What follows belongs to an exercise in optimizing a design on an open flow for small area; a production flow would make more cautious choices.
At most, simulation tests tie the RTL to the original design; equivalence was not proved.
No functional check of the RTL was part of run 7.
The clock port is modelled as an ideal driver; clocking choices that lean on that would not hold on a real chip.
Power and IR drop assume default switching activity.

--- flow/design.v ---
package read_guard_pkg;
  localparam int unsigned NumSlots     = 4;
  localparam int unsigned SlotIdxWidth = $clog2(NumSlots);
  localparam int unsigned IdWidth      = 4;
  localparam int unsigned AddrWidth    = 32;
  localparam int unsigned LenWidth     = 8;
  localparam int unsigned CntWidth     = 16;
  typedef logic [SlotIdxWidth-1:0] slot_idx_t;
  typedef logic [IdWidth-1:0]      id_t;
  typedef logic [AddrWidth-1:0]    addr_t;
  typedef logic [LenWidth-1:0]     len_t;
  typedef logic [CntWidth-1:0]     cnt_t;
  typedef enum logic [1:0] {
    PHASE_IDLE,
    PHASE_ADDR,
    PHASE_DATA
  } txn_phase_e;
  typedef enum logic [2:0] {
    FAULT_NONE,
    FAULT_AR_WAIT,
    FAULT_FIRST_DATA,
    FAULT_R_STALL,
    FAULT_BURST,
    FAULT_UNWANTED
  } fault_e;
endpackage
`timescale 1ns/10ps
module read_guard (
  input  logic                   clk_i,
  input  logic                   rst_ni,
  input  logic                   ar_valid_i,
  input  logic                   ar_ready_i,
  input  read_guard_pkg::id_t    ar_id_i,
  input  read_guard_pkg::addr_t  ar_addr_i,
  input  read_guard_pkg::len_t   ar_len_i,
  input  logic                   r_valid_i,
  input  logic                   r_ready_i,
  input  read_guard_pkg::id_t    r_id_i,
  input  logic                   r_last_i,
  input  read_guard_pkg::cnt_t   budget_ar_i,
  input  read_guard_pkg::cnt_t   budget_first_i,
  input  read_guard_pkg::cnt_t   budget_stall_i,
  input  read_guard_pkg::cnt_t   budget_beat_i,
  input  logic                   reset_clear_i,
  output logic                   full_o,
  output logic                   reset_req_o,
  output logic                   irq_o,
  output read_guard_pkg::fault_e fault_cause_o,
  output read_guard_pkg::id_t    fault_id_o,
  output read_guard_pkg::addr_t  fault_addr_o,
  output read_guard_pkg::cnt_t   lat_first_o,
  output read_guard_pkg::cnt_t   lat_burst_o
);
  localparam int N = 4;
  logic [N-1:0] act_q, dat_q, nf_q;
  logic [16:0]  tmr_q [N];
  logic [16:0]  stl_q [N];
  logic [3:0]   id_q  [N];
  logic [31:0]  addr_q[N];
  logic [7:0]   len_q [N];
  logic [5:0]   old_q;
  logic [15:0]  ar_cnt_q;
  logic         vf_q, vb_q;
  logic [15:0]  lat_q;
  logic [N-1:0] match, sel, free, alloc, ev, stall_hit;
  logic         rsp_hit, accept, retire, unwanted;
  logic [N-1:0][N-1:0] older;   
  always_comb begin
    older = '0;
    older[0][1] =  old_q[0]; older[1][0] = !old_q[0];
    older[0][2] =  old_q[1]; older[2][0] = !old_q[1];
    older[0][3] =  old_q[2]; older[3][0] = !old_q[2];
    older[1][2] =  old_q[3]; older[2][1] = !old_q[3];
    older[1][3] =  old_q[4]; older[3][1] = !old_q[4];
    older[2][3] =  old_q[5]; older[3][2] = !old_q[5];
  end
  always_comb begin
    for (int i = 0; i < N; i++) begin
      match[i] = act_q[i] && (id_q[i] == r_id_i);
    end
    for (int i = 0; i < N; i++) begin
      sel[i] = match[i];
      for (int j = 0; j < N; j++) begin
        if (j != i && match[j] && older[j][i]) sel[i] = 1'b0;
      end
    end
  end
  assign rsp_hit  = |match;
  assign unwanted = r_valid_i && !rsp_hit;
  assign retire   = r_valid_i && r_ready_i && r_last_i && rsp_hit;
  assign full_o   = &act_q;
  assign accept   = ar_valid_i && ar_ready_i && !full_o && !reset_req_o;
  always_comb begin
    for (int i = 0; i < N; i++) begin
      free[i]      = !act_q[i] || (retire && sel[i]);
      ev[i]        = r_valid_i && sel[i] && !dat_q[i];
      stall_hit[i] = r_valid_i && sel[i] && !r_ready_i;
    end
    alloc[0] = accept && free[0];
    alloc[1] = accept && !free[0] && free[1];
    alloc[2] = accept && !free[0] && !free[1] && free[2];
    alloc[3] = accept && !free[0] && !free[1] && !free[2] && free[3];
  end
  logic [15:0] s_tmr;
  logic [16:0] s_stl;
  logic [7:0]  s_len;
  logic        s_addr_ph;
  always_comb begin
    s_tmr = '0; s_stl = '0; s_len = '0; s_addr_ph = 1'b0;
    for (int i = 0; i < N; i++) begin
      if (sel[i]) begin
        s_tmr     = s_tmr | tmr_q[i][15:0];
        s_stl     = s_stl | stl_q[i];
        s_len     = s_len | len_q[i];
        s_addr_ph = s_addr_ph | !dat_q[i];
      end
    end
  end
  logic [8:0]  mplr;
  logic [16:0] prod;
  logic        prod_big, prod_nf;
  logic [16:0] stl_dec;
  logic [15:0] lat_d;
  assign mplr = {1'b0, s_len} + 9'd1;
  assign prod = {1'b0, budget_beat_i} * {8'd0, mplr};
  always_comb begin
    prod_big = 1'b0;
    for (int j = 2; j <= 9; j++) begin
      if ((|(mplr >> (j - 1))) && (|(budget_beat_i >> (17 - j)))) prod_big = 1'b1;
    end
  end
  assign prod_nf = prod_big || prod[16] || (&prod[15:0]);
  assign stl_dec = s_stl - 17'd1;
  assign lat_d   = (s_addr_ph ? budget_first_i : prod[15:0]) - s_tmr;
  always_ff @(posedge clk_i or negedge rst_ni) begin
    if (!rst_ni) begin
      act_q <= '0;
    end else begin
      for (int i = 0; i < N; i++) begin
        if (reset_req_o)                act_q[i] <= 1'b0;
        else if (alloc[i])              act_q[i] <= 1'b1;
        else if (retire && sel[i])      act_q[i] <= 1'b0;
      end
    end
  end
  always_ff @(posedge clk_i) begin
    for (int i = 0; i < N; i++) begin
      if (alloc[i]) begin
        dat_q[i]  <= 1'b0;
        tmr_q[i]  <= {1'b0, budget_first_i};
        stl_q[i]  <= {1'b0, budget_stall_i};
        id_q[i]   <= ar_id_i;
        addr_q[i] <= ar_addr_i;
        len_q[i]  <= ar_len_i;
      end else begin
        if (ev[i]) begin
          dat_q[i] <= 1'b1;
          tmr_q[i] <= {1'b0, prod[15:0]};
          nf_q[i]  <= prod_nf;
        end else begin
          tmr_q[i] <= tmr_q[i] - 17'd1;
        end
        if (stall_hit[i]) stl_q[i] <= stl_dec;
      end
    end
    if (alloc[0]) old_q[2:0] <= 3'b000;
    if (alloc[1]) begin old_q[0] <= 1'b1; old_q[4:3] <= 2'b00; end
    if (alloc[2]) begin old_q[1] <= 1'b1; old_q[3] <= 1'b1; old_q[5] <= 1'b0; end
    if (alloc[3]) begin old_q[2] <= 1'b1; old_q[4] <= 1'b1; old_q[5] <= 1'b1; end
    lat_q <= lat_d;
  end
  always_ff @(posedge clk_i or negedge rst_ni) begin
    if (!rst_ni) begin
      ar_cnt_q <= '0;
    end else if (reset_req_o || (ar_valid_i && ar_ready_i)) begin
      ar_cnt_q <= '0;
    end else if (ar_valid_i) begin
      ar_cnt_q <= ar_cnt_q + 1'b1;
    end
  end
  logic bf_max, bs_max;
  assign bf_max = &budget_first_i;
  assign bs_max = &budget_stall_i;
  logic                   tmr_fault;
  read_guard_pkg::fault_e tmr_cause;
  logic [3:0]             tmr_id;
  logic [31:0]            tmr_addr;
  always_comb begin
    tmr_fault = (ar_cnt_q > budget_ar_i);
    tmr_cause = tmr_fault ? read_guard_pkg::FAULT_AR_WAIT : read_guard_pkg::FAULT_NONE;
    tmr_id    = '0;
    tmr_addr  = '0;
    for (int i = N - 1; i >= 0; i--) begin
      if (act_q[i] && ((tmr_q[i][16] && (dat_q[i] ? !nf_q[i] : !bf_max)) ||
                       (stl_q[i][16] && !bs_max))) begin
        tmr_fault = 1'b1;
        tmr_id    = id_q[i];
        tmr_addr  = addr_q[i];
        if (!dat_q[i] && tmr_q[i][16] && !bf_max)
          tmr_cause = read_guard_pkg::FAULT_FIRST_DATA;
        else if (stl_q[i][16] && !bs_max)
          tmr_cause = read_guard_pkg::FAULT_R_STALL;
        else
          tmr_cause = read_guard_pkg::FAULT_BURST;
      end
    end
  end
  logic new_fault;
  assign new_fault = (tmr_fault || unwanted) && !reset_req_o;
  always_ff @(posedge clk_i or negedge rst_ni) begin
    if (!rst_ni) begin
      reset_req_o   <= 1'b0;
      irq_o         <= 1'b0;
      fault_cause_o <= read_guard_pkg::FAULT_NONE;
      lat_first_o   <= '0;
      lat_burst_o   <= '0;
      vf_q          <= 1'b0;
      vb_q          <= 1'b0;
    end else begin
      irq_o <= new_fault;
      if (new_fault) begin
        reset_req_o   <= 1'b1;
        fault_cause_o <= tmr_fault ? tmr_cause : read_guard_pkg::FAULT_UNWANTED;
      end else if (reset_clear_i) begin
        reset_req_o <= 1'b0;
      end
      vf_q <= !reset_req_o && |ev;
      vb_q <= !reset_req_o && retire;
      if (vf_q) lat_first_o <= lat_q;
      if (vb_q) lat_burst_o <= vf_q ? 16'd0 : lat_q;
    end
  end
  always_ff @(posedge clk_i) begin
    if (new_fault) begin
      fault_id_o   <= tmr_fault ? tmr_id : r_id_i;
      fault_addr_o <= tmr_fault ? tmr_addr : '0;
    end
  end
endmodule
--- flow/config.mk ---
export PLATFORM = sky130hd
export DESIGN_NAME = read_guard
export DESIGN_NICKNAME = read_guard
export VERILOG_FILES = /design/flow/design.v
export SDC_FILE = /design/flow/constraint.sdc
export NUM_CORES = 4
export LEC_CHECK = 0
export CAP_MARGIN = 5
export CORE_MARGIN = 2
export CORE_UTILIZATION = 65
export SLEW_MARGIN = 5
--- flow/standard.sh ---
#!/bin/bash
# synth_recipe.tcl (not shown) runs the flow's synth.tcl, then flattens the netlist and writes it again
# the make line also repeats each setting of config.mk as NAME=value (left out here)
make -C /OpenROAD-flow-scripts/flow DESIGN_CONFIG=/design/flow/config.mk WORK_HOME=/design/flow/orfs CLKGATE_MAP_FILE= SYNTH_SCRIPT=/design/flow/synth_recipe.tcl "${@:-finish}"
--- flow/flow/run.sh ---
#!/bin/bash
# Standard ORFS layout with three changes: port buffers use the smallest
# buffer cell, and clock tree synthesis uses larger sink clusters and no
# dummy loads. Each step's full output goes to its own log here.
set -euo pipefail
export BUFFER_PORTS_ARGS="-buffer_cell sky130_fd_sc_hd__buf_1"
export CTS_ARGS="-sink_clustering_enable -repair_clock_nets -dont_use_dummy_load -sink_clustering_size 25 -sink_clustering_max_diameter 80 -buf_list {sky130_fd_sc_hd__clkbuf_8 sky130_fd_sc_hd__clkbuf_16}"
for step in synth floorplan place cts route finish; do
  bash standard.sh $step > $step.log 2>&1
done
--- flow/constraint.sdc ---
create_clock -name core_clock -period 10.0 [get_ports {clk_i}]
set_input_delay 2.0000 -clock core_clock [delete_from_list [all_inputs] [get_ports {clk_i}]]
set_output_delay 2.0000 -clock core_clock [all_outputs]
set_load 0.01 [all_outputs]
==> flow_summary.toml, run 1 <==
[clock_network]
cts_tree = "yes"
clkSinkCount = 437
cts_resized = 0
h-tree-depth = 1
cts.clk_slew.worst_paths_ps = 80
root_buffer = "clkbuf_16"
clk_latency_ps = 590
cts_buffers = 25
cts_buffer_depth = 3
holdBufCountCts = 0
post_cts.repair.setup_buffers = 0

[logic_synthesis]
synth_edf_count = 280
synth_nets = 2511
synthFlopType = "edfxtp_1"
ys_seq_elements = 437
syn_inst = 2253
yosysWarnings = 6
async_reset_ff_share_pct = 13.5
synthesis.area_mm2 = 0.0235
synth_cell_types = 79
ys_seq_area_share_pct = 50.4
synth_area_per_cell_um2 = 10.4

[floorplan]
die_w_um = 194
fp.dieH_um = 194
core.rowCount = 69
ioPinCount = 194
initial_core_util_pct = 66.1
die_area_mm2 = 0.0377
core_mm2 = 0.0356

[timing]
period_share_pct = 95.4
slew_headroom_pct = 26.5
finClkSkew_ps = 101
worst_pin_slew_ps = 1100
finalSetupTns_ps = 0
rsz0062_at_grt = "no"
fmaxAchievable_ghz = 0.105
slew_viol_final = 0
setup_viol = 0
finalCriticalPeriod_ps = 9540
hold_slack_ps = 484
report.final.hold_viol_count = 0

[layout]
layout_common_cells = "280 x edfxtp_1, 265 x nand2_1, 192 x buf_1"
final_core_util_pct = 71.6
syn_to_final_growth_pct = 8.22
fillers = 2698
drive_above_1_share_pct = 5.67
final_nets = 2675
mostFrequentLayoutCell = "edfxtp_1"
final_cells = 2877

[worst_setup_path]
reg2reg_from = "id_q[0][3]"
rr_endpoint = "nf_q[0]"
cpPeakStageDelay_ps = 710
arrival_ps = 9780
cpMaxStageDelayCell = "nor2b_1"
path_class = "input pin to register"
reg2reg_depth = 28
start_kind = "input pin"
critPathRequiredTime_ps = 10240
rrSetupSlack_ps = 1720
crit_path_end_kind = "register"
crit_fanout = 11

[drt]
routed_via_density = 6.21
drt-pass1-iter-count = 6
drc_errors = 0
routedWlPerCell_um = 20.9
drtAntennaViolNets = 0
routed_wl_mm = 60.2
first_iter_violations = 1976
vias = 17900

[global_routing]
grt_pass1_vias = 17400
grt_first_pass_wirelength_mm = 95.4
grt_remaining_overflow = 0
grt_max_degree = 77
antenna_found_initial = 1
track_usage_pct = 31.8

[placement]
dp.cells = 2851
dpl.hpwl_mm = 42.2
port_buffers = 193
gp_congestion = 0.904

[min_path]
hp-start = "old_q[0]"
hold_class = "register to register"
min_to = "old_q[0]"
hold_depth = 2

[job]
maxCapViolations = 0

[power_and_ir_drop]
leakagePower_uw = 0.00968
powerDensity_mw_per_mm2 = 179
vdd.ir_drop.worst_uv = 203

[run_status]
outcome = "complete, no violations"
layer usage:
layer  vias to the layer above  GRT usage (%)  share of wire, %
met5                         -              0             0.022
met4                         2           8.11               2.4
met3                       103           5.01               9.0
met2                       832           51.9                47
met1                      8647           44.9                41
li1                       8287              -                 -
sequential cells by signal (all words and copies together), names as in the netlist, 4 cells and up:
signal,flops
lat_q,16
lat_first_o,16
act_q,4
ar_cnt_q,16
id_q,16
lat_burst_o,16
old_q,6
dat_q,4
fault_addr_o,32
tmr_q,68
nf_q,4
len_q,32
fault_id_o,4
addr_q,128
stl_q,68
cells in the mapped netlist, drive strengths merged (23+ instances only):
master / instances / area [um2]
ha: 63 / 788
and3: 29 / 181
and2: 59 / 372
nor2: 172 / 646
fa: 75 / 1500
dfxtp: 98 / 1960
xor2: 40 / 350
a22o: 27 / 236
nand2: 266 / 998
a222oi: 32 / 320
a21oi: 108 / 541
edfxtp: 280 / 8410
buf: 23 / 128
mux2: 29 / 327
nand3: 57 / 295
nand3b: 23 / 173
nor3: 30 / 161
xnor2: 83 / 749
clkbuf: 84 / 315
o21ai: 187 / 936
dfrtp: 59 / 1480
inv: 180 / 676
a221oi: 23 / 208
area by class of cell:
type | count | area [um2] | area share [%]
flip-flops and latches | 437 | 11800 | 46.5
well taps | 461 | 577 | 2.27
repair buffers | 244 | 1110 | 4.35
inverters | 184 | 696 | 2.73
multi-input cells | 1525 | 10600 | 41.6
diodes | 1 | 2.50 | 0.00983
clock buffers | 25 | 626 | 2.46
through the flow:
stage	area (um2)	setup slack (ps)	power (uW)
2_1_floorplan	23500	953	3200
3_3_place_gp	24800	218	3550
3_5_place_dp	24800	14.4	3590
4_1_cts	25400	566	4570
5_1_grt	25500	39.5	4800
6_report	25500	457	4560
where the power goes:
part | leakage [uW] | internal, uW | switching, uW
clock | 0.000308 | 443 | 546
combinational | 0.00521 | 456 | 672
sequential | 0.00416 | 2230 | 217
total | 0.00968 | 3130 | 1430
cells by family after synthesis:
group                    after synthesis  synth area share, %
AO/OA/AOI/OAI                        489                 13.5
XOR/XNOR                             126                 4.97
adder cells (fa/ha/maj)              138                 9.73
buffers and inverters                291                 4.82
flip-flops                           437                 50.4
multiplexers                          35                 1.64
AND/OR/NAND/NOR                      737                 15.0
how the worst max path moves through the flow:
stage                            to  startpoint  cells after the start  slack [ps]
after floorplan           lat_q[14]   r_id_i[1]                     33         950
after global placement      nf_q[0]   r_id_i[3]                     28         220
after detailed placement    nf_q[0]   r_id_i[3]                     29          10
after CTS                   nf_q[0]   r_id_i[3]                     29         570
after global routing        nf_q[0]   r_id_i[0]                     29          40
final                       nf_q[0]   r_id_i[3]                     29         460
critical path: cells and delay by family:
family | cells | cell delay, ps
AO/OA/AOI/OAI | 7 | 1400
adder cells (fa/ha/maj) | 5 | 2300
AND/OR/NAND/NOR | 8 | 2530
XOR/XNOR | 3 | 780
buffers and inverters | 6 | 770
==> run 2: changes to the inputs <==
==> flow/flow/run.sh (replaced) <==
#!/bin/bash
# Standard ORFS layout with three changes: port buffers use the smallest
# buffer cell, and clock tree synthesis uses larger sink clusters and no
# dummy loads. Each step's full output goes to its own log here.
set -euo pipefail
export BUFFER_PORTS_ARGS="-buffer_cell sky130_fd_sc_hd__buf_2"
export CTS_ARGS="-sink_clustering_enable -repair_clock_nets -dont_use_dummy_load -sink_clustering_size 25 -sink_clustering_max_diameter 80 -buf_list {sky130_fd_sc_hd__clkbuf_8 sky130_fd_sc_hd__clkbuf_16}"
for step in synth floorplan place cts route finish; do
  bash standard.sh $step > $step.log 2>&1
done
--- a/flow/config.mk
+++ b/flow/config.mk
@@ -7,5 +7,5 @@
 export LEC_CHECK = 0
 export CAP_MARGIN = 5
 export CORE_MARGIN = 2
-export CORE_UTILIZATION = 65
+export CORE_UTILIZATION = 75
 export SLEW_MARGIN = 5
==> run 2 against run 1 <==
Via count rose by 4.2%. Global-route usage rose by 6.2 points. Sequential share of layout area fell by 0.18 points. Largest cell class unchanged.
==> flow_summary.toml, run 2 <==
[run_status]
outcome = "complete, no violations"

[worst_setup_path]
path_common_cell = "ha_1"
start_kind = "input pin"
cpMaxStageDelayCell = "xnor2_1"
path_buf_inv = 5
critPathRequiredTime_ps = 10220
cp_top_family = "adder cells"
arrival_ps = 9500
cpPeakStageDelay_ps = 760
path_class = "input pin to register"
crit_fanout = 11
crit_path_end_kind = "register"

[logic_synthesis]
yosys-top-cells-area = "edfxtp_1 36%, dfxtp_1 8.3%, fa_1 6.4%"
ys_seq_area_share_pct = 50.4
synth_top_area_share_pct = 35.7
synthFlopType = "edfxtp_1"
ys_top_cells_by_count = "280 x edfxtp_1, 266 x nand2_1, 183 x o21ai_0, 179 x inv_1, 172 x nor2_1"
async_reset_ff_share_pct = 13.5
synth_edf_count = 280
yosysMostFrequentCell = "edfxtp_1"
synthesis.area_mm2 = 0.0235
ys_seq_elements = 437
synth_cell_types = 79
synth_area_per_cell_um2 = 10.4
yosysWarnings = 6
syn_inst = 2253
synth_nets = 2511
synth.largest_area_cell = "edfxtp_1"

[power_and_ir_drop]
p_comb_share_pct = 25.8
p_seq_share_pct = 53.4
clkPwrFrac_pct = 20.8
p_int_uw = 3120
switching_share_pct = 32.1
vdd.ir_drop.worst_uv = 223
p_sw_uw = 1470
powerDensity_mw_per_mm2 = 180
leakagePower_uw = 0.0102

[placement]
dpl.hpwl_mm = 42.3
gp_congestion = 0.973
port_buffers = 193
pre_cts_ws_ps = 254

[timing]
finalCriticalPeriod_ps = 9280
report.final.hold_viol_count = 0
period_share_pct = 92.8
setup_viol = 0
worst_pin_slew_ps = 1150
slew_headroom_pct = 23.6
finClkSkew_ps = 103
slew_viol_final = 0
rsz0062_at_grt = "no"
fmaxAchievable_ghz = 0.108
finalSetupTns_ps = 0
timing.final.ws_setup_ps = 715

[clock_network]
root_buffer = "clkbuf_16"
h-tree-depth = 1
post_cts.repair.setup_buffers = 0
cts.clk_slew.worst_paths_ps = 100
cts_tree = "yes"
cts_buffers = 23
clkSinkCount = 437
clk_latency_ps = 580
cts_resized = 0
cts_buffer_depth = 3
holdBufCountCts = 0

[layout]
fillers = 1832
drive_above_1_share_pct = 13.5
mostFrequentLayoutCell = "edfxtp_1"
reg.largest.list = "addr_q x128, stl_q x68, tmr_q x68"
top_register = "addr_q"
syn_to_final_growth_pct = 8.64
final_nets = 2672
layout_common_cells = "280 x edfxtp_1, 265 x nand2_1, 193 x buf_2"
largest_register_ff_count = 128

[drt]
drt-pass1-iter-count = 7
first_iter_violations = 2243
drc_errors = 0
routedWlPerCell_um = 22.1
vias = 18600
routed_wl_mm = 62.0
drtAntennaViolNets = 0
routed_via_density = 6.63

[min_path]
hold_class = "register to register"

[global_routing]
grt_remaining_overflow = 0
grt_pass1_vias = 18500
grt_first_pass_wirelength_mm = 98.3
antenna_found_initial = 4
track_usage_pct = 38.0
grt_max_degree = 77

[floorplan]
die_w_um = 181
initial_core_util_pct = 76.5
ioPinCount = 194
fp.dieH_um = 181
core.rowCount = 64
core_mm2 = 0.0307
die_area_mm2 = 0.0328

[job]
maxCapViolations = 0
## run 2: cell counts after synthesis
No cell type changed its count.
## run 2: logic make-up (layout without fill, tap and decap cells)
group | after synthesis | after routing | share of synthesized area [%]
AND/OR/NAND/NOR | 737 | 737 | 15.0
AO/OA/AOI/OAI | 489 | 489 | 13.5
flip-flops | 437 | 437 | 50.4
buffers and inverters | 291 | 450 | 4.82
adder cells (fa/ha/maj) | 138 | 138 | 9.73
XOR/XNOR | 126 | 126 | 4.97
multiplexers | 35 | 35 | 1.64
other | 0 | 3 | 0
## run 2: through the flow
stage                     cells  utilization, %  total power [uW]  area (um2)  hold slack (ps)
after CTS                  2808            83.1              4560       25500              492
after global routing       2809            83.1              4800       25600              516
after detailed placement   2785            81.2              3630       25000              475
final                      2811            83.1              4590       25600              499
after global placement     2785            81.2              3560       25000              461
after floorplan            2253               -              3200       23500              426
## run 2: power by group through the flow
stage	clock, uW	combinational [uW]	sequential, uW
floorplan	0	742	2460
global placement	0	1100	2470
detailed placement	0	1150	2480
CTS	953	1170	2440
global route	1010	1310	2480
finish	954	1180	2460
## run 2: layout make-up
| cell class | count | area (um2) | area share, % |
|---|---|---|---|
| Clock buffer | 23 | 576 | 2.25 |
| Antenna cell | 3 | 7.51 | 0.0294 |
| Timing Repair Buffer | 243 | 1340 | 5.25 |
| Inverter | 184 | 694 | 2.72 |
| Tap cell | 396 | 495 | 1.94 |
| Sequential cell | 437 | 11800 | 46.4 |
| Multi-Input combinational cell | 1525 | 10600 | 41.5 |
## run 2: per-layer routing
layer  wire length (um)  share of wire (%)  track usage (%)
met1              22400                 36             49.8
met2              29400                 47             62.5
met3               7360                 12             7.38
met4               2790                4.5             16.7
met5                 13              0.021                0
## run 2: worst paths after layout
| kind | startpoint | endpoint | slack (ps) | cells past startpoint |
|---|---|---|---|---|
| hold / removal | lat_q[6] | lat_burst_o[6] | 500 | 2 |
| max in group asynchronous | rst_ni | fault_cause_o[1] | 7830 | 2 |
| setup / recovery | r_id_i[1] | nf_q[2] | 720 | 30 |
| setup reg to reg | id_q[2][0] | nf_q[2] | 1860 | 29 |
| min in group asynchronous | rst_ni | irq_o | 1610 | 2 |
| hold reg to reg | lat_q[6] | lat_burst_o[6] | 500 | 2 |
## run 2: worst min-delay path, stage by stage (launching register included)
cell and delay, ps:
dfxtp_1 320, nand3b_1 70, o21ai_0 70
==> run 3: changes to the inputs <==
==> flow/flow/run.sh (replaced) <==
#!/bin/bash
# Standard ORFS layout with these changes: ABC maps the logic with an
# area-oriented script, port buffers use the smallest buffer cell, and clock
# tree synthesis uses larger sink clusters and no dummy loads. Each step's
# full output goes to its own log here.
set -euo pipefail
here=$(pwd)
export MY_ABC_SCRIPT=$here/flow/area.abc
export FLOW_SYNTH_TCL=$here/synth_recipe.tcl
export BUFFER_PORTS_ARGS="-buffer_cell sky130_fd_sc_hd__buf_1"
export CTS_ARGS="-sink_clustering_enable -repair_clock_nets -dont_use_dummy_load -sink_clustering_size 25 -sink_clustering_max_diameter 80 -buf_list {sky130_fd_sc_hd__clkbuf_8 sky130_fd_sc_hd__clkbuf_16}"
sed -e "s#SYNTH_SCRIPT=[^ ]*#SYNTH_SCRIPT=$here/flow/my_synth.tcl#" standard.sh > my_standard.sh
grep -q "SYNTH_SCRIPT=$here/flow/my_synth.tcl" my_standard.sh
for step in synth floorplan place cts route finish; do
  bash my_standard.sh $step > $step.log 2>&1
done
==> flow/flow/area.abc (new file) <==
strash
dch -f
amap
&get -n
&st
&dch -f
&nf -R 1000 -a
&put
mfs2
strash
dch -f
amap
&get -n
&st
&dch -f
&nf -R 1000 -a
&put
==> flow/flow/my_synth.tcl (new file) <==
# The standard flow's synthesis script, with ABC run on an area-oriented script
# (flow/area.abc) in place of ORFS's speed script. Everything else,
# including the synth -nofsm -noshare wrapper, flattening and renaming,
# comes unchanged from synth_recipe.tcl.
proc abc {args} {
  set i [lsearch -exact $args -script]
  if {$i >= 0} { lset args [expr {$i + 1}] $::env(MY_ABC_SCRIPT) }
  yosys abc {*}$args
}
source $::env(FLOW_SYNTH_TCL)
==> run 3 against run 2 <==
Sequential cell count did not move. Global-route usage down 0.61 points. Die area decreased by 5.9%. Synthesized cell count shrank 12%. Combinational power hardly changed. Hold slack got worse by 31 ps. Non-clock buffer count unchanged. Synthesized area down 6.0%. Critical path type unchanged. Largest power group unchanged.
==> flow_summary.toml, run 3 <==
[clock_network]
root_buffer = "clkbuf_16"
post_cts.repair.setup_buffers = 0
cts_buffer_depth = 3
cts_buffers = 21
cts_tree = "yes"
clk_latency_ps = 550
cts.clk_slew.worst_paths_ps = 90
cts_resized = 0
holdBufCountCts = 0
h-tree-depth = 1
clkSinkCount = 437

[min_path]
hold_class = "register to register"
hp-start = "lat_q[3]"

[timing]
report.final.hold_viol_count = 0
finalCriticalPeriod_ps = 9610
finClkSkew_ps = 43.8
period_share_pct = 96.1
setup_viol = 0
worst_pin_slew_ps = 1150
rsz0062_at_grt = "no"
slew_viol_final = 0
finalSetupTns_ps = 0
slew_headroom_pct = 23.5
hold_slack_ps = 468
fmaxAchievable_ghz = 0.104

[drt]
drt-pass1-iter-count = 7
routedWlPerCell_um = 21.9
vias = 17500
drtAntennaViolNets = 0
routed_wl_mm = 57.7
drc_errors = 0
first_iter_violations = 2312
routed_via_density = 6.66

[worst_setup_path]
startpoint = "r_id_i[1]"
path_common_cell = "a21o_1"
reg2reg_from = "id_q[3][1]"
critPathRequiredTime_ps = 10460
path_class = "input pin to register"
cpPeakStageDelay_ps = 570
crit_fanout = 10
cpMaxStageDelayCell = "fa_1"
start_kind = "input pin"
arrival_ps = 10070
crit_path_end_kind = "register"

[global_routing]
antenna_found_initial = 4
grt_remaining_overflow = 0
track_usage_pct = 37.4
grt_pass1_vias = 17400
grt_first_pass_wirelength_mm = 90.6
grt_max_degree = 60

[logic_synthesis]
yosysMostFrequentCell = "nand2_1"
synth_nets = 2241
synth_cell_types = 56
synth_top_area_share_pct = 38.0
yosysWarnings = 6
synthesis.area_mm2 = 0.0221
ys_seq_area_share_pct = 53.6
ys_seq_elements = 437
synth.largest_area_cell = "edfxtp_1"
ys_top_cells_by_count = "284 x nand2_1, 280 x edfxtp_1, 222 x o21ai_0, 177 x clkinv_1, 98 x dfxtp_1"
syn_inst = 1983
synth_edf_count = 280
synth_area_per_cell_um2 = 11.2
async_reset_ff_share_pct = 13.5
yosys-top-cells-area = "edfxtp_1 38%, dfxtp_1 8.9%, fa_1 6.8%"
synthFlopType = "edfxtp_1"

[layout]
multi_input_area_mm2 = 0.00981
reg.largest.list = "addr_q x128, stl_q x68, tmr_q x68"
top_register = "addr_q"
final_nets = 2507
largest_register_ff_count = 128
seq_area_mm2 = 0.0118
fillers = 1618
final_cell_area_mm2 = 0.0244
mostFrequentLayoutCell = "nand2_1"
drive_above_1_share_pct = 4.45
syn_to_final_growth_pct = 10.5
layout_common_cells = "282 x nand2_1, 280 x edfxtp_1, 217 x o21ai_0"
final_core_util_pct = 84.7

[placement]
dpl.hpwl_mm = 39.7
port_buffers = 193
dpl-instance-area_mm2 = 0.0239
gp_congestion = 0.942

[power_and_ir_drop]
vdd.ir_drop.worst_uv = 127
power_uw = 4610
powerDensity_mw_per_mm2 = 189
leakagePower_uw = 0.00871

[floorplan]
die_area_mm2 = 0.0309
initial_core_util_pct = 76.6
ioPinCount = 194
die_w_um = 176
core.rowCount = 62
core_mm2 = 0.0289
fp.dieH_um = 176

[run_status]
outcome = "complete, no violations"

[job]
maxCapViolations = 0
run 3: metal layers:
layer / vias up / global-route usage (%) / wire length (um) / part of all wire, %
li1: 7748 / - / - / -
met1: 8364 / 50.3 / 21100 / 37
met2: 1249 / 62.4 / 27800 / 48
met3: 171 / 6.23 / 6890 / 12
met4: 0 / 13.5 / 1890 / 3.3
met5: - / 0 / 0 / 0
run 3: final cells by class:
class / count / share of cell area (%)
Tap cell: 384 / 1.97
Inverter: 177 / 2.73
Timing Repair Buffer: 243 / 4.51
Clock buffer: 21 / 2.15
Antenna cell: 3 / 0.0307
Sequential cell: 437 / 48.5
Multi-Input combinational cell: 1369 / 40.1
run 3: critical path: cells and delay by family:
kind | cells | cell delay, ps
buffers and inverters | 5 | 620
AND/OR/NAND/NOR | 5 | 1110
multiplexers | 1 | 330
adder cells (fa/ha/maj) | 7 | 2690
XOR/XNOR | 2 | 490
AO/OA/AOI/OAI | 15 | 2810
run 3: cells by family (layout without fill, tap and decap cells):
logic type	count (synthesis)	in the layout	share of synthesized area, %
AND/OR/NAND/NOR	576	576	12.0
AO/OA/AOI/OAI	519	519	15.4
flip-flops	437	437	53.6
buffers and inverters	177	441	3.00
adder cells (fa/ha/maj)	138	138	10.4
XOR/XNOR	105	105	4.16
multiplexers	31	31	1.57
other	0	3	0
run 3: stage by stage:
step	setup WS [ps]	std cells
global route	22.2	2634
finish	387	2634
floorplan	14.6	1983
detailed placement	-183	2610
global placement	140	2610
CTS	356	2631
run 3: final timing paths:
check / to / slack [ps] / cells past startpoint
max: lat_q[15] / 390 / 35
max in group asynchronous: vb_q / 7870 / 2
max reg2reg: lat_q[15] / 1610 / 35
min reg2reg: lat_burst_o[3] / 470 / 2
min in group asynchronous: ar_cnt_q[15] / 1630 / 2
min: lat_burst_o[3] / 470 / 2
run 3: where the power goes:
| group | internal [uW] | switching [uW] |
|---|---|---|
| clock network | 377 | 529 |
| logic | 473 | 712 |
| registers | 2260 | 257 |
==> run 4: changes to the inputs <==
--- a/flow/design.v
+++ b/flow/design.v
@@ -232,8 +232,8 @@
   end
   always_ff @(posedge clk_i) begin
     if (new_fault) begin
-      fault_id_o   <= tmr_fault ? tmr_id : r_id_i;
-      fault_addr_o <= tmr_fault ? tmr_addr : '0;
+      fault_id_o   <= (tmr_fault || !unwanted) ? tmr_id : r_id_i;
+      fault_addr_o <= tmr_addr;
     end
   end
 endmodule
==> run 4 against run 3 <==
Critical endpoint unchanged. Highest routed layer is now met5. Non-clock buffer count shrank 16. Synthesized area decreased by 0.75%. Die area down 0.73%. Sequential share of layout area rose by 0.31 points. Hold slack worse by 7.3 ps. Count of clock-buffer cells in the layout stayed put. Still clean. Register-to-register slack improved by 140 ps. Routed wire length decreased by 1.6%.
==> flow_summary.toml, run 4 <==
[run_status]
outcome = "complete, no violations"

[timing]
finClkSkew_ps = 37.4
finalCriticalPeriod_ps = 9490
period_share_pct = 94.9
finalSetupTns_ps = 0
setup_viol = 0
slew_viol_final = 0
hold_slack_ps = 461
timing.final.ws_setup_ps = 506
slew_headroom_pct = 26.3
worst_pin_slew_ps = 1100
fmaxAchievable_ghz = 0.105
report.final.hold_viol_count = 0
rsz0062_at_grt = "no"

[power_and_ir_drop]
vdd.ir_drop.worst_uv = 143
power_uw = 4580
powerDensity_mw_per_mm2 = 188
leakagePower_uw = 0.00860

[logic_synthesis]
synth_nets = 2182
yosysWarnings = 6
ys_seq_elements = 437
synth_cell_types = 52
ys_seq_area_share_pct = 54.0
synthesis.area_mm2 = 0.0220
synth.largest_area_cell = "edfxtp_1"
synthFlopType = "edfxtp_1"
synth_area_per_cell_um2 = 11.4
yosys-top-cells-area = "edfxtp_1 38%, dfxtp_1 8.9%, fa_1 6.8%"
synth_edf_count = 280
yosysMostFrequentCell = "edfxtp_1"
async_reset_ff_share_pct = 13.5
syn_inst = 1924
ys_top_cells_by_count = "280 x edfxtp_1, 263 x nand2_1, 180 x clkinv_1, 173 x o21ai_0, 98 x dfxtp_1"
synth_top_area_share_pct = 38.3

[placement]
gp_congestion = 0.977
pre_cts_ws_ps = 31.4
dpl.hpwl_mm = 39.1
port_buffers = 193

[worst_setup_path]
arrival_ps = 9980
cpMaxStageDelayCell = "fa_1"
path_class = "input pin to register"
critPathRequiredTime_ps = 10480
crit_path_end_kind = "register"
crit_fanout = 12
start_kind = "input pin"
cpPeakStageDelay_ps = 510

[layout]
mostFrequentLayoutCell = "edfxtp_1"
multi_input_area_mm2 = 0.00976
seq_area_mm2 = 0.0118
final_core_util_pct = 84.4
top_register = "addr_q"
reg.largest.list = "addr_q x128, stl_q x68, tmr_q x68"
drive_above_1_share_pct = 4.60
final_nets = 2432
fillers = 1576
layout_common_cells = "280 x edfxtp_1, 263 x nand2_1, 192 x buf_1"
largest_register_ff_count = 128
syn_to_final_growth_pct = 10.6

[global_routing]
grt_remaining_overflow = 0
antenna_found_initial = 4
grt_first_pass_wirelength_mm = 89.3
met2_usage_pct = 60.2
gr-usage-met3_pct = 7.48
grt_max_degree = 79
track_usage_pct = 37.3
grt.met1_usage_pct = 51.5
grt_pass1_vias = 16700
globalRoute.busiestLayer = "met2"

[floorplan]
die_w_um = 175
core.rowCount = 62
initial_core_util_pct = 76.3
ioPinCount = 194
fp.dieH_um = 175
die_area_mm2 = 0.0307
core_mm2 = 0.0288

[clock_network]
h-tree-depth = 1
clkSinkCount = 437
cts_buffer_depth = 3
cts_buffers = 21
cts.clk_slew.worst_paths_ps = 110
clk_latency_ps = 550
root_buffer = "clkbuf_16"
cts_tree = "yes"

[drt]
first_iter_violations = 2302
drt-pass1-iter-count = 10
routed_via_density = 6.67
vias = 17100
drc_errors = 0
routedWlPerCell_um = 22.2
drtAntennaViolNets = 0
routed_wl_mm = 56.8

[min_path]
hold_class = "register to register"

[job]
maxCapViolations = 0
==> run 4: cell count changes after synthesis, sizes merged, moves of 7 or more <==
cell,change
o21ai,-49
a222oi,+38
a221oi,-35
nand2,-21
a21oi,-7
==> run 4: worst paths after layout <==
kind | slack [ps] | depth (start not counted) | start | to
worst max register to register | 1750 | 33 | id_q[1][0] | lat_q[15]
worst max-delay path | 510 | 35 | r_id_i[0] | lat_q[15]
min in group asynchronous | 1610 | 2 | rst_ni | lat_first_o[4]
worst min register to register | 460 | 2 | lat_q[11] | lat_burst_o[11]
max in group asynchronous | 7870 | 2 | rst_ni | fault_cause_o[0]
worst min-delay path | 460 | 2 | lat_q[11] | lat_burst_o[11]
==> run 4: repair_timing <==
item                       CTS  global route
hold buffers                 0             0
setup endpoints to repair    0             1
resized for setup            0             1
buffers inserted             0             0
==> run 4: cell families after synthesis <==
logic type                 count (synthesis)  synth area share [%]
AOI/OAI and AO/OA                        468                  14.7
xor gates and xnor gates                 105                  4.19
adders and majority gates                138                  10.4
buffers and inverters                    180                  3.08
DFF                                      437                  54.0
muxes                                     32                  1.63
and+or+nand+nor                          564                  12.0
==> run 4: worst max-delay path, delay by kind of cell <==
kind	cells	cell delay [ps]
buffers and inverters	6	640
multiplexers	1	340
AND/OR/NAND/NOR	8	1610
AO/OA/AOI/OAI	11	2420
adder cells (fa/ha/maj)	6	2550
XOR/XNOR	3	410
==> run 4: power breakdown <==
| part | leakage (uW) | internal [uW] | switching, uW | total, uW |
|---|---|---|---|---|
| combinational | 0.00419 | 480 | 716 | 1200 |
| sequential | 0.00415 | 2240 | 230 | 2470 |
| clock | 0.000259 | 377 | 528 | 906 |
==> run 4: cell type report <==
cell class	instances	area share, %
diodes	3	0.0309
clock buffers	21	2.16
multi-input cells	1307	40.2
flip-flops and latches	437	48.8
inverters	180	2.80
repair buffers	227	4.04
well taps	384	1.98
==> run 4: metrics by stage <==
stage,cells,area (um2)
global placement,2535,23700
detailed placement,2535,23700
CTS,2556,24300
finish,2559,24300
floorplan,1924,22200
global route,2557,24300
==> run 4: routing by layer <==
layer / part of all wire [%] / vias up
met5: 0.023 / -
met4: 2.9 / 2
met3: 13 / 151
met2: 47 / 1133
met1: 37 / 8234
li1: - / 7544
==> run 5: changes to the inputs <==
==> flow/flow/run.sh (replaced) <==
#!/bin/bash
# Standard ORFS layout with these changes: ABC maps the logic, adders
# included, with an area-oriented script, port buffers use the smallest buffer cell, and clock
# tree synthesis uses larger sink clusters and no dummy loads. Each step's
# full output goes to its own log here.
set -euo pipefail
here=$(pwd)
export MY_ABC_SCRIPT=$here/flow/area.abc
export FLOW_SYNTH_TCL=$here/synth_recipe.tcl
export ADDER_MAP_FILE=
export BUFFER_PORTS_ARGS="-buffer_cell sky130_fd_sc_hd__buf_1"
export CTS_ARGS="-sink_clustering_enable -repair_clock_nets -dont_use_dummy_load -sink_clustering_size 25 -sink_clustering_max_diameter 80 -buf_list {sky130_fd_sc_hd__clkbuf_8 sky130_fd_sc_hd__clkbuf_16}"
sed -e "s#SYNTH_SCRIPT=[^ ]*#SYNTH_SCRIPT=$here/flow/my_synth.tcl#" standard.sh > my_standard.sh
grep -q "SYNTH_SCRIPT=$here/flow/my_synth.tcl" my_standard.sh
for step in synth floorplan place cts route finish; do
  bash my_standard.sh $step > $step.log 2>&1
done
==> run 5 against run 4 <==
Still clean. Routed wire length grew 5.4%. Design area shrank 0.50%. Synthesized cell count grew 6.1%. Sequential power is essentially flat. Power grew 1.1%. Clock power is essentially flat. Via count grew 9.3%. Count of clock-buffer cells in the layout is the same. Worst setup slack gained 17 ps. Sequential cell count is the same. Critical path depth grew 4.
==> flow_summary.toml, run 5 <==
[logic_synthesis]
synthesis.area_mm2 = 0.0215
ys_seq_area_share_pct = 55.2
async_reset_ff_share_pct = 13.5
yosysMostFrequentCell = "nand2_1"
yosysWarnings = 6
synth_top_area_share_pct = 39.2
ys_seq_elements = 437
synthFlopType = "edfxtp_1"
ys_top_cells_by_count = "346 x nand2_1, 280 x edfxtp_1, 222 x o21ai_0, 146 x xnor2_1, 140 x nor2_1"
yosys-top-cells-area = "edfxtp_1 39%, dfxtp_1 9.1%, dfrtp_1 6.9%"
synth_area_per_cell_um2 = 10.5
synth_cell_types = 55
synth.largest_area_cell = "edfxtp_1"
synth_edf_count = 280
synth_nets = 2162
syn_inst = 2042

[timing]
period_share_pct = 94.8
hold_slack_ps = 471
finalCriticalPeriod_ps = 9480
timing.final.ws_setup_ps = 523
setup_viol = 0
worst_pin_slew_ps = 1120
finClkSkew_ps = 40.4
slew_viol_final = 0
fmaxAchievable_ghz = 0.106
slew_headroom_pct = 24.6
report.final.hold_viol_count = 0

[floorplan]
die_w_um = 173
die_area_mm2 = 0.0300
core.rowCount = 61
ioPinCount = 194
initial_core_util_pct = 76.7
core_mm2 = 0.0280
fp.dieH_um = 173

[clock_network]
clk_latency_ps = 550
h-tree-depth = 1
root_buffer = "clkbuf_16"
cts_buffer_depth = 3
clkSinkCount = 437
cts.clk_slew.worst_paths_ps = 100
cts_tree = "yes"
cts_buffers = 21

[drt]
first_iter_violations = 2992
routedWlPerCell_um = 22.0
drt-pass1-iter-count = 11
drtAntennaViolNets = 0
drc_errors = 0
vias = 18700
routed_wl_mm = 59.9
routed_via_density = 6.86

[worst_setup_path]
crit_fanout = 6
start_kind = "input pin"
path_class = "input pin to register"
critPathRequiredTime_ps = 10440
cp_top_family = "simple AND/OR/NAND/NOR gates"
path_common_cell = "maj3_2"
path_buf_inv = 5
cpMaxStageDelayCell = "maj3_2"
arrival_ps = 9920
cpPeakStageDelay_ps = 350
crit_path_end_kind = "register"

[global_routing]
track_usage_pct = 39.0
grt_max_degree = 77
grt_first_pass_wirelength_mm = 93.8
grt_pass1_vias = 17900
grt_remaining_overflow = 0
antenna_found_initial = 2

[power_and_ir_drop]
vdd.ir_drop.worst_uv = 155
leakagePower_uw = 0.00820
powerDensity_mw_per_mm2 = 191

[layout]
mostFrequentLayoutCell = "nand2_1"
top_register = "addr_q"
syn_to_final_growth_pct = 12.5
layout_common_cells = "345 x nand2_1, 280 x edfxtp_1, 215 x o21ai_0"
final_cell_area_mm2 = 0.0242
drive_above_1_share_pct = 6.66
largest_register_ff_count = 128
final_nets = 2463
reg.largest.list = "addr_q x128, stl_q x68, tmr_q x68"

[placement]
port_buffers = 193
pre_cts_ws_ps = -227
dpl.hpwl_mm = 40.2
gp_congestion = 0.954
dpl-instance-area_mm2 = 0.0236

[job]
maxCapViolations = 0

[min_path]
hold_class = "register to register"

[run_status]
outcome = "complete, no violations"
-- run 5: worst paths after layout --
check / start / endpoint / slack [ps] / cells after the start
setup reg to reg: id_q[1][0] / lat_q[15] / 1790 / 39
hold reg to reg: lat_q[2] / lat_burst_o[2] / 470 / 2
setup / recovery: r_id_i[0] / lat_q[15] / 520 / 39
hold / removal: lat_q[2] / lat_burst_o[2] / 470 / 2
min in group asynchronous: rst_ni / lat_burst_o[11] / 1610 / 2
max in group asynchronous: rst_ni / act_q[2] / 7890 / 2
-- run 5: worst min-delay path, cell delays in order (launching register included) --
cell	delay [ps]
dfxtp_1	320
nand2_1	50
o21ai_0	70
-- run 5: cells by family (layout without fill, tap and decap cells) --
| group | after synthesis | count (layout) | synth area share [%] |
|---|---|---|---|
| buf+inv | 73 | 372 | 1.28 |
| simple gates | 688 | 688 | 14.1 |
| other cells | 0 | 1 | 0 |
| mux | 29 | 29 | 1.45 |
| flops | 437 | 437 | 55.2 |
| fa+ha+maj | 27 | 27 | 1.26 |
| compound gates | 555 | 555 | 17.2 |
| xor+xnor | 233 | 233 | 9.50 |
-- run 5: routing by layer --
metal  wire (um)  up-vias  global-route usage, %  share of wire [%]
met1       21400     8750                   52.5                 36
met3        7330      248                   6.49                 12
met2       28700     1449                   64.4                 48
li1            -     8202                      -                  -
met4        2370        4                   14.6                4.0
met5          26        -                      0              0.043
-- run 5: what timing repair did --
item                       4_1_cts  5_1_grt
resized for setup                0       11
setup endpoints to repair        0        6
setup buffers                    0        4
hold buffers                     0        0
-- run 5: where the power goes --
group	leakage, uW	total (uW)	switching (uW)	internal (uW)
Sequential	0.00415	2490	226	2270
Combinational	0.00379	1220	746	476
Clock	0.000259	908	531	377
Total	0.00820	4620	1500	3120
-- run 5: metrics by stage --
step	utilization [%]	setup TNS, ps	std cells	total power [uW]
global route	86.2	-453	2720	4810
global placement	84.1	0	2694	3620
floorplan	-	-78.8	2042	3250
CTS	86.0	0	2715	4570
finish	86.2	0	2720	4620
detailed placement	84.1	-1040	2694	3700
-- run 5: area by class of cell --
class	instances	area, um2
inverter	73	312
antenna	1	2.50
timing repair buffer	278	1370
multi-input combinational	1532	9630
fill	1515	3850
tap	378	473
sequential	437	11800
clock buffer	21	526
==> run 6: changes to the inputs <==
==> flow/flow/area.abc (replaced) <==
strash
dch -f
&get -n
&st
&deepsyn -T 120
&st
&dch -f
&nf -R 1000 -a
&put
mfs2
strash
dch -f
amap
&get -n
&st
&dch -f
&nf -R 1000 -a
&put
==> run 6 against run 5 <==
Clock skew increased by 31 ps. Sequential share of layout area increased by 0.18 points. Synthesized cell count decreased by 1.8%. Largest power group unchanged.
==> flow_summary.toml, run 6 <==
[run_status]
outcome = "complete, no violations"

[layout]
fillers = 1398
drive_above_1_share_pct = 8.52
multi_input_area_mm2 = 0.00922
layout_common_cells = "383 x nand2_1, 280 x edfxtp_1, 191 x buf_1"
largest_register_ff_count = 128
syn_to_final_growth_pct = 14.3
reg.largest.list = "addr_q x128, stl_q x68, tmr_q x68"
seq_area_mm2 = 0.0118
final_cell_area_mm2 = 0.0241
mostFrequentLayoutCell = "nand2_1"
final_nets = 2469
top_register = "addr_q"

[floorplan]
die_area_mm2 = 0.0294
core_mm2 = 0.0277
ioPinCount = 194
fp.dieH_um = 172
die_w_um = 172
core.rowCount = 61
initial_core_util_pct = 76.0

[clock_network]
cts_buffer_depth = 3
clk_latency_ps = 550
cts.clk_slew.worst_paths_ps = 100
cts_buffers = 22
h-tree-depth = 1
root_buffer = "clkbuf_16"
holdBufCountCts = 0
cts_tree = "yes"
clkSinkCount = 437

[worst_setup_path]
startpoint = "r_id_i[1]"
path_class = "input pin to register"
cpMaxStageDelayCell = "or4_1"
arrival_ps = 9990
crit_fanout = 8
cp-endpoint = "lat_q[15]"
rr_endpoint = "lat_q[15]"
critPathRequiredTime_ps = 10440
crit_path_end_kind = "register"
reg2reg_from = "id_q[3][0]"
start_kind = "input pin"
path_common_cell = "nor2_1"
cpPeakStageDelay_ps = 530
rrSetupSlack_ps = 1620
reg2reg_depth = 40

[drt]
drtAntennaViolNets = 0
drt-pass1-iter-count = 10
drc_errors = 0
routed_via_density = 6.86
routed_wl_mm = 60.6
routedWlPerCell_um = 22.2
vias = 18700
first_iter_violations = 2886

[logic_synthesis]
ys_seq_elements = 437
synth-adder-area-share_pct = 1.05
synth_edf_count = 280
synthesis.area_mm2 = 0.0210
synth_cell_types = 55
synthFlopType = "edfxtp_1"
synth_top_family_by_area = "compound AO/OA/AOI/OAI gates"
async_reset_ff_share_pct = 13.5
synthMuxAreaShare_pct = 1.52
yosysMostFrequentCell = "nand2_1"
yosys-top-cells-area = "edfxtp_1 40%, dfxtp_1 9.3%, dfrtp_1 7.0%"
ys_top_cells_by_count = "388 x nand2_1, 280 x edfxtp_1, 143 x nor2_1, 137 x o21ai_0, 121 x xnor2_1"
yosysWarnings = 6
ys_seq_area_share_pct = 56.3
synth_xor_area_share_pct = 8.00
synth_area_per_cell_um2 = 10.5
synth_nets = 2126
synth_compound_area_share_pct = 16.4
synth.largest_area_cell = "edfxtp_1"
syn_inst = 2006
synth-simple-area-share_pct = 15.4
synth_top_area_share_pct = 39.9

[global_routing]
grt_remaining_overflow = 0
track_usage_pct = 40.4
grt_pass1_vias = 18100
antenna_found_initial = 1
grt_max_degree = 60
grt_first_pass_wirelength_mm = 92.7

[timing]
slew_headroom_pct = 18.3
finClkSkew_ps = 71.5
period_share_pct = 95.5
slew_viol_final = 0
fmaxAchievable_ghz = 0.105
finalCriticalPeriod_ps = 9550
report.final.hold_viol_count = 0
worst_pin_slew_ps = 1210
finalSetupTns_ps = 0
setup_viol = 0

[power_and_ir_drop]
power_uw = 4710
leakagePower_uw = 0.00880
vdd.ir_drop.worst_uv = 183
powerDensity_mw_per_mm2 = 196

[placement]
dpl.hpwl_mm = 40.5
gp_congestion = 0.998
dpl-instance-area_mm2 = 0.0234
port_buffers = 193

[job]
maxCapViolations = 0

[min_path]
hold_class = "register to register"
==> run 6: cell types whose count changed in the layout (fill, tap and decap cells not counted), sizes merged, moves of 16 or more <==
cell	delta
xor2	-21
a22oi	-38
a21oi	+26
o22ai	+43
nand2	+42
xnor2	-25
and3	+16
buf	+42
o21ai	-85
==> run 6: how the worst min path moves through the flow <==
stage	from	end	slack (ps)	depth (start not counted)
after detailed placement	old_q[3]	old_q[3]	440	2
after global placement	old_q[3]	old_q[3]	430	2
after global routing	old_q[1]	old_q[1]	480	2
final	old_q[3]	old_q[3]	460	2
after CTS	old_q[3]	old_q[3]	450	2
after floorplan	old_q[0]	old_q[0]	420	2
==> run 6: cell families after synthesis <==
kind of cell             Yosys count
AND/OR/NAND/NOR                  741
AO/OA/AOI/OAI                    514
flip-flops                       437
XOR/XNOR                         189
buffers and inverters             73
multiplexers                      30
adder cells (fa/ha/maj)           22
==> run 6: routing by layer <==
| layer | global-route usage (%) | up-vias | share of wire, % |
|---|---|---|---|
| li1 | - | 8185 | - |
| met1 | 51.4 | 8728 | 35 |
| met2 | 66.9 | 1489 | 48 |
| met3 | 7.69 | 309 | 12 |
| met4 | 19.4 | 0 | 5.1 |
| met5 | 0.870 | - | 0 |
==> run 6: report_power, final <==
group | switching [uW] | total, uW | leakage [uW] | internal, uW
Sequential | 215 | 2460 | 0.00415 | 2250
Combinational | 783 | 1330 | 0.00438 | 547
Clock | 527 | 921 | 0.000271 | 393
==> run 6: final cells by class <==
cell class                      instances  share of cell area (%)
Sequential cell                       437                    49.2
Multi-Input combinational cell       1496                    38.3
Timing Repair Buffer                  319                    7.02
Clock buffer                           22                    2.29
Tap cell                              378                    1.96
Inverter                               73                    1.20
Antenna cell                            1                  0.0104
==> run 6: critical path, delay by kind of cell <==
| kind | cells | cell delay (ps) |
|---|---|---|
| adder cells (fa/ha/maj) | 2 | 590 |
| AND/OR/NAND/NOR | 12 | 2580 |
| multiplexers | 1 | 190 |
| buffers and inverters | 5 | 730 |
| XOR/XNOR | 4 | 910 |
| AO/OA/AOI/OAI | 17 | 2950 |
==> run 6: what timing repair did <==
action / in CTS / in global routing
buffers inserted: 0 / 12
gates resized for setup: 0 / 14
setup endpoints to repair: 0 / 10
==> run 6: per-stage QoR <==
| stage | setup slack [ps] | cells | utilization [%] | hold WS [ps] |
|---|---|---|---|---|
| floorplan | -243 | 2006 | - | 423 |
| global placement | 58.0 | 2691 | 84.3 | 432 |
| detailed placement | -280 | 2691 | 84.3 | 440 |
| CTS | 271 | 2713 | 86.3 | 454 |
| global route | -207 | 2726 | 86.9 | 478 |
| finish | 452 | 2726 | 86.9 | 458 |
==> run 7: changes to the inputs <==
--- a/flow/design.v
+++ b/flow/design.v
@@ -62,7 +62,7 @@
   logic [15:0]  ar_cnt_q;
   logic         vf_q, vb_q;
   logic [15:0]  lat_q;
-  logic [N-1:0] match, sel, free, alloc, ev, stall_hit;
+  logic [N-1:0] match, blocked, sel, free, alloc, ev, stall_hit;
   logic         rsp_hit, accept, retire, unwanted;
   logic [N-1:0][N-1:0] older;   
   always_comb begin
@@ -79,10 +79,11 @@
       match[i] = act_q[i] && (id_q[i] == r_id_i);
     end
     for (int i = 0; i < N; i++) begin
-      sel[i] = match[i];
+      blocked[i] = 1'b0;
       for (int j = 0; j < N; j++) begin
-        if (j != i && match[j] && older[j][i]) sel[i] = 1'b0;
-      end
+        if (j != i && act_q[j] && (id_q[j] == id_q[i]) && older[j][i]) blocked[i] = 1'b1;
+      end
+      sel[i] = match[i] && !blocked[i];
     end
   end
   assign rsp_hit  = |match;
==> flow/flow/area.abc (replaced) <==
strash
dch -f
amap
&get -n
&st
&dch -f
&nf -R 1000 -a
&put
mfs2
strash
dch -f
amap
&get -n
&st
&dch -f
&nf -R 1000 -a
&put
==> run 7 against run 6 <==
Critical endpoint unchanged. Cell count grew 0.70%. Still clean on timing, DRC and antenna. Design area is 0.96% higher. First-iteration DRC count shrank 3.5%.
==> flow_summary.toml, run 7 <==
[placement]
dp.cells = 2719
port_buffers = 193
dpl.hpwl_mm = 40.7
gp_congestion = 0.971

[timing]
slew_headroom_pct = 18.3
finClkSkew_ps = 68.1
slew_viol_final = 0
fmaxAchievable_ghz = 0.104
period_share_pct = 95.8
finalCriticalPeriod_ps = 9580
setup_viol = 0
hold_slack_ps = 466
worst_pin_slew_ps = 1210
report.final.hold_viol_count = 0

[layout]
syn_to_final_growth_pct = 11.6
final_nets = 2483
num_antenna_cells = 0
top_register = "addr_q"
final_cells = 2745
reg.largest.list = "addr_q x128, stl_q x68, tmr_q x68"
fillers = 1579
mostFrequentLayoutCell = "nand2_1"
multi_input_area_mm2 = 0.00989
seq_area_mm2 = 0.0118
final_core_util_pct = 84.9
layout_common_cells = "359 x nand2_1, 280 x edfxtp_1, 212 x o21ai_0"
drive_above_1_share_pct = 5.42
largest_register_ff_count = 128

[clock_network]
cts_tree = "yes"
cts_buffers = 22
root_buffer = "clkbuf_16"
holdBufCountCts = 0
cts_buffer_depth = 3
h-tree-depth = 1
clk_latency_ps = 550
clkSinkCount = 437
cts.clk_slew.worst_paths_ps = 90

[drt]
drt-pass1-iter-count = 7
drc_errors = 0
routed_wl_mm = 60.3
routed_via_density = 6.81
vias = 18700
routedWlPerCell_um = 22.0
drtAntennaViolNets = 0
first_iter_violations = 2785

[logic_synthesis]
synth_nets = 2200
synthesis.area_mm2 = 0.0218
async_reset_ff_share_pct = 13.5
yosys-top-cells-area = "edfxtp_1 39%, dfxtp_1 9.0%, dfrtp_1 6.8%"
syn_inst = 2080
synth_edf_count = 280
synth_cell_types = 60
yosysWarnings = 6
synth.largest_area_cell = "edfxtp_1"
synth_top_area_share_pct = 38.6
yosysMostFrequentCell = "nand2_1"
ys_top_cells_by_count = "359 x nand2_1, 280 x edfxtp_1, 213 x o21ai_0, 142 x xnor2_1, 137 x nor2_1"
ys_seq_elements = 437
synth_area_per_cell_um2 = 10.5
ys_seq_area_share_pct = 54.4
synthFlopType = "edfxtp_1"

[floorplan]
initial_core_util_pct = 76.1
die_area_mm2 = 0.0304
core_mm2 = 0.0286
core.rowCount = 62
die_w_um = 174
fp.dieH_um = 174
ioPinCount = 194

[worst_setup_path]
arrival_ps = 9990
path_buf_inv = 4
cpPeakStageDelay_ps = 540
critPathRequiredTime_ps = 10410
path_class = "input pin to register"
start_kind = "input pin"
crit_path_end_kind = "register"
cp_top_family = "adder cells"
cpMaxStageDelayCell = "or4_1"
crit_fanout = 10
path_common_cell = "maj3_2"

[job]
maxCapViolations = 0

[global_routing]
grt_first_pass_wirelength_mm = 94.4
grt_max_degree = 70
antenna_found_initial = 2
grt_remaining_overflow = 0
track_usage_pct = 39.0
grt_pass1_vias = 18300

[min_path]
hold_class = "register to register"

[power_and_ir_drop]
vdd.ir_drop.worst_uv = 144
power_uw = 4520
powerDensity_mw_per_mm2 = 186
leakagePower_uw = 0.00841

[run_status]
outcome = "complete, no violations"
run 7: cells by family after synthesis:
family | share of synthesized area [%]
AO/OA/AOI/OAI | 16.7
XOR/XNOR | 10.3
flip-flops | 54.4
buffers and inverters | 1.33
AND/OR/NAND/NOR | 14.4
multiplexers | 1.57
adder cells (fa/ha/maj) | 1.38
run 7: repair_timing:
action / in CTS / in global routing
buffers inserted: 0 / 4
setup endpoints to repair: 0 / 1
resized for setup: 0 / 6
run 7: worst register-to-register path, delay by kind of cell, from the launching register on:
| kind | cells | cell delay, ps |
|---|---|---|
| adder cells (fa/ha/maj) | 8 | 2680 |
| AO/OA/AOI/OAI | 7 | 1730 |
| XOR/XNOR | 7 | 1480 |
| AND/OR/NAND/NOR | 9 | 1470 |
| buffers and inverters | 3 | 590 |
| flip-flops | 1 | 520 |
| multiplexers | 1 | 120 |
run 7: power by group:
group | internal, uW | total (uW) | leakage (uW) | switching (uW)
clock | 394 | 926 | 0.000271 | 532
sequential | 2250 | 2480 | 0.00415 | 235
combinational | 446 | 1120 | 0.00399 | 672
run 7: through the flow:
step / TNS, ps / worst slack (ps) / area, um2
2_1_floorplan: -682 / -485 / 22000
3_3_place_gp: 0 / 114 / 23700
3_5_place_dp: -87.0 / -87.0 / 23700
4_1_cts: 0 / 433 / 24200
5_1_grt: -47.8 / -47.8 / 24300
6_report: 0 / 418 / 24300
run 7: final timing paths:
check / depth (start not counted) / end / start / slack, ps
min: 2 / lat_burst_o[9] / lat_q[9] / 470
max reg2reg: 35 / lat_q[15] / id_q[3][1] / 1250
min in group asynchronous: 2 / lat_burst_o[2] / rst_ni / 1610
max in group asynchronous: 2 / fault_cause_o[0] / rst_ni / 7870
min reg2reg: 2 / lat_burst_o[9] / lat_q[9] / 470
max: 39 / lat_q[15] / r_id_i[3] / 420
run 7: cell type report:
class | instances | share of cell area (%)
sequential | 437 | 48.8
timing repair buffer | 259 | 5.09
inverter | 77 | 1.20
tap | 384 | 1.98
clock buffer | 22 | 2.27
multi-input combinational | 1566 | 40.7
run 7: per-layer routing:
metal / up-vias / wire, um / GRT usage, %
li1: 8286 / - / -
met1: 8742 / 21600 / 50.6
met2: 1409 / 29400 / 65.5
met3: 253 / 7100 / 6.80
met4: 4 / 2280 / 15.8
met5: - / 23 / 0
==> run 8: changes to the inputs <==
--- a/flow/design.v
+++ b/flow/design.v
@@ -62,7 +62,7 @@
   logic [15:0]  ar_cnt_q;
   logic         vf_q, vb_q;
   logic [15:0]  lat_q;
-  logic [N-1:0] match, blocked, sel, free, alloc, ev, stall_hit;
+  logic [N-1:0] match, sel, free, alloc, ev, stall_hit;
   logic         rsp_hit, accept, retire, unwanted;
   logic [N-1:0][N-1:0] older;   
   always_comb begin
@@ -79,11 +79,10 @@
       match[i] = act_q[i] && (id_q[i] == r_id_i);
     end
     for (int i = 0; i < N; i++) begin
-      blocked[i] = 1'b0;
+      sel[i] = match[i];
       for (int j = 0; j < N; j++) begin
-        if (j != i && act_q[j] && (id_q[j] == id_q[i]) && older[j][i]) blocked[i] = 1'b1;
-      end
-      sel[i] = match[i] && !blocked[i];
+        if (j != i && match[j] && older[j][i]) sel[i] = 1'b0;
+      end
     end
   end
   assign rsp_hit  = |match;
==> flow/flow/run.sh (replaced) <==
#!/bin/bash
# Standard ORFS layout with these changes: ABC maps the logic, adders
# included, with an area-oriented script, port buffers use the smallest buffer cell, and clock
# tree synthesis uses larger sink clusters and no dummy loads; after it,
# cells with slack to spare are downsized. Each step's
# full output goes to its own log here.
set -euo pipefail
here=$(pwd)
export MY_ABC_SCRIPT=$here/flow/area.abc
export FLOW_SYNTH_TCL=$here/synth_recipe.tcl
export ADDER_MAP_FILE=
export BUFFER_PORTS_ARGS="-buffer_cell sky130_fd_sc_hd__buf_1"
export POST_CTS_TCL=$here/flow/post_cts.tcl
export CTS_ARGS="-sink_clustering_enable -repair_clock_nets -dont_use_dummy_load -sink_clustering_size 25 -sink_clustering_max_diameter 80 -buf_list {sky130_fd_sc_hd__clkbuf_8 sky130_fd_sc_hd__clkbuf_16}"
sed -e "s#SYNTH_SCRIPT=[^ ]*#SYNTH_SCRIPT=$here/flow/my_synth.tcl#" standard.sh > my_standard.sh
grep -q "SYNTH_SCRIPT=$here/flow/my_synth.tcl" my_standard.sh
for step in synth floorplan place cts route finish; do
  bash my_standard.sh $step > $step.log 2>&1
done
==> flow/flow/post_cts.tcl (new file) <==
# After clock tree synthesis: downsize cells on paths with timing slack to
# spare, then legalize the placement again.
repair_timing -recover_power 100
detailed_placement
check_placement -verbose
==> run 8 against run 7 <==
Sequential power about the same. Non-clock buffer count rose by 31. Routed wire length increased by 0.53%. Register-to-register slack better by 480 ps. Die area down 1.4%. Fmax grew 0.87%. Global-route usage up 0.060 points. Power increased by 2.4%. Sequential cell count did not move. Utilization increased by 1.8 points. Synthesized area fell by 1.4%. Hold slack improved by 8.8 ps. Critical path type unchanged. Critical endpoint unchanged. Largest power group unchanged.
==> flow_summary.toml, run 8 <==
[floorplan]
ioPinCount = 194
die_area_mm2 = 0.0300
fp.dieH_um = 173
core.rowCount = 61
core_mm2 = 0.0280
die_w_um = 173
initial_core_util_pct = 76.7

[placement]
gp_congestion = 0.954
dp.cells = 2694
dpl-instance-area_mm2 = 0.0236
port_buffers = 193
dpl.hpwl_mm = 40.2

[logic_synthesis]
synth-adder-area-share_pct = 1.26
synth_compound_area_share_pct = 17.2
synth_cell_types = 55
synth_top_family_by_area = "compound AO/OA/AOI/OAI gates"
yosysWarnings = 6
ys_top_cells_by_count = "346 x nand2_1, 280 x edfxtp_1, 222 x o21ai_0, 146 x xnor2_1, 140 x nor2_1"
synth_area_per_cell_um2 = 10.5
ys_seq_elements = 437
synth_nets = 2162
synthesis.area_mm2 = 0.0215
synth_top_area_share_pct = 39.2
yosys-top-cells-area = "edfxtp_1 39%, dfxtp_1 9.1%, dfrtp_1 6.9%"
synth_xor_area_share_pct = 9.50
syn_inst = 2042
ys_seq_area_share_pct = 55.2
synthMuxAreaShare_pct = 1.45
synth_edf_count = 280
synthFlopType = "edfxtp_1"
synth.largest_area_cell = "edfxtp_1"
yosysMostFrequentCell = "nand2_1"
async_reset_ff_share_pct = 13.5
synth-simple-area-share_pct = 14.1

[timing]
finalCriticalPeriod_ps = 9500
slew_headroom_pct = 15.8
worst_pin_slew_ps = 1260
setup_viol = 0
period_share_pct = 95.0
report.final.hold_viol_count = 0
finalSetupTns_ps = 0
fmaxAchievable_ghz = 0.105
finClkSkew_ps = 42.6
slew_viol_final = 0

[drt]
drt-pass1-iter-count = 13
routed_wl_mm = 60.7
drtAntennaViolNets = 0
drc_errors = 0
first_iter_violations = 3404
vias = 18800
routedWlPerCell_um = 22.2
routed_via_density = 6.87

[layout]
largest_register_ff_count = 128
final_cell_area_mm2 = 0.0243
top_register = "addr_q"
final_nets = 2475
mostFrequentLayoutCell = "nand2_1"
fillers = 1488
final_cells = 2735
layout_common_cells = "345 x nand2_1, 280 x edfxtp_1, 217 x o21ai_0"
final_core_util_pct = 86.6
drive_above_1_share_pct = 6.25
reg.largest.list = "addr_q x128, stl_q x68, tmr_q x68"
syn_to_final_growth_pct = 13.0

[clock_network]
cts.clk_slew.worst_paths_ps = 100
clkSinkCount = 437
cts_tree = "yes"
clk_latency_ps = 550

[worst_setup_path]
cpMaxStageDelayCell = "maj3_1"
cpPeakStageDelay_ps = 420
path_common_cell = "maj3_2"
start_kind = "input pin"
arrival_ps = 9940
crit_fanout = 5
path_class = "input pin to register"
crit_path_end_kind = "register"
critPathRequiredTime_ps = 10440

[global_routing]
grt_max_degree = 77
grt_pass1_vias = 17900
grt_first_pass_wirelength_mm = 93.9
grt_remaining_overflow = 0
antenna_found_initial = 2
track_usage_pct = 39.0

[job]
maxCapViolations = 0

[power_and_ir_drop]
power_uw = 4630
vdd.ir_drop.worst_uv = 154
leakagePower_uw = 0.00819
powerDensity_mw_per_mm2 = 191

[run_status]
outcome = "complete, no violations"

[min_path]
hold_class = "register to register"
==> run 8: changes by cell type after synthesis, moves of 7 or more <==
cell and change:
nor3_1 -8, o21a_1 -11, o21ai_0 +9, nand2b_1 -7, nand2_1 -13, a22oi_1 +9
xor2_1 -25
==> run 8: final cells by class <==
class                           count  area, um2  share of cell area (%)
Sequential cell                   437      11800                    48.8
Multi-Input combinational cell   1532       9620                    39.6
Timing Repair Buffer              290       1480                    6.10
Clock buffer                       21        526                    2.17
Tap cell                          378        473                    1.95
Inverter                           73        317                    1.30
Antenna cell                        4       10.0                  0.0412
==> run 8: cell families after synthesis <==
logic type | count (synthesis)
mux | 29
fa+ha+maj | 27
simple gates | 688
buf+inv | 73
compound gates | 555
xor+xnor | 233
flops | 437
==> run 8: final timing paths <==
| path | start | endpoint | slack, ps | cells past startpoint |
|---|---|---|---|---|
| setup / recovery | r_id_i[2] | lat_q[15] | 500 | 42 |
| hold / removal | lat_q[2] | lat_burst_o[2] | 470 | 2 |
| setup reg to reg | id_q[1][0] | lat_q[15] | 1730 | 41 |
| hold reg to reg | lat_q[2] | lat_burst_o[2] | 470 | 2 |
| max in group asynchronous | rst_ni | act_q[2] | 7790 | 2 |
| min in group asynchronous | rst_ni | lat_burst_o[8] | 1660 | 2 |
==> run 8: stage by stage <==
step	setup WS, ps	hold WS (ps)
final	500	474
after floorplan	-78.8	428
after global routing	-120	503
after detailed placement	-227	453
after global placement	160	435
==> run 8: where the power goes <==
part	internal [uW]	switching, uW
logic	474	752
registers	2270	230
clock network	377	533
total	3120	1510
==> run 8: worst max-delay path, delay by kind of cell <==
kind / cells / cell delay, ps
AOI/OAI and AO/OA: 7 / 1270
muxes: 1 / 150
buffers and inverters: 5 / 580
adders and majority gates: 6 / 1980
and+or+nand+nor: 15 / 2340
xor gates and xnor gates: 8 / 1600
==> run 8: routing by layer <==
metal	up-vias	wire (um)	GRT usage (%)
met3	266	7400	6.66
met4	0	2450	15.0
met1	8791	21700	52.5
li1	8219	-	-
met5	-	0	0
met2	1507	29100	64.2

Re-timed with assumed drivers on the ports (clkbuf_16 on the clock, buf_2 on other inputs), run 8 has 0.491 ns of setup slack against 0.500 ns with ideal ports, and -0.089 ns once port delays also move by the mid clock arrival of 0.581 ns.
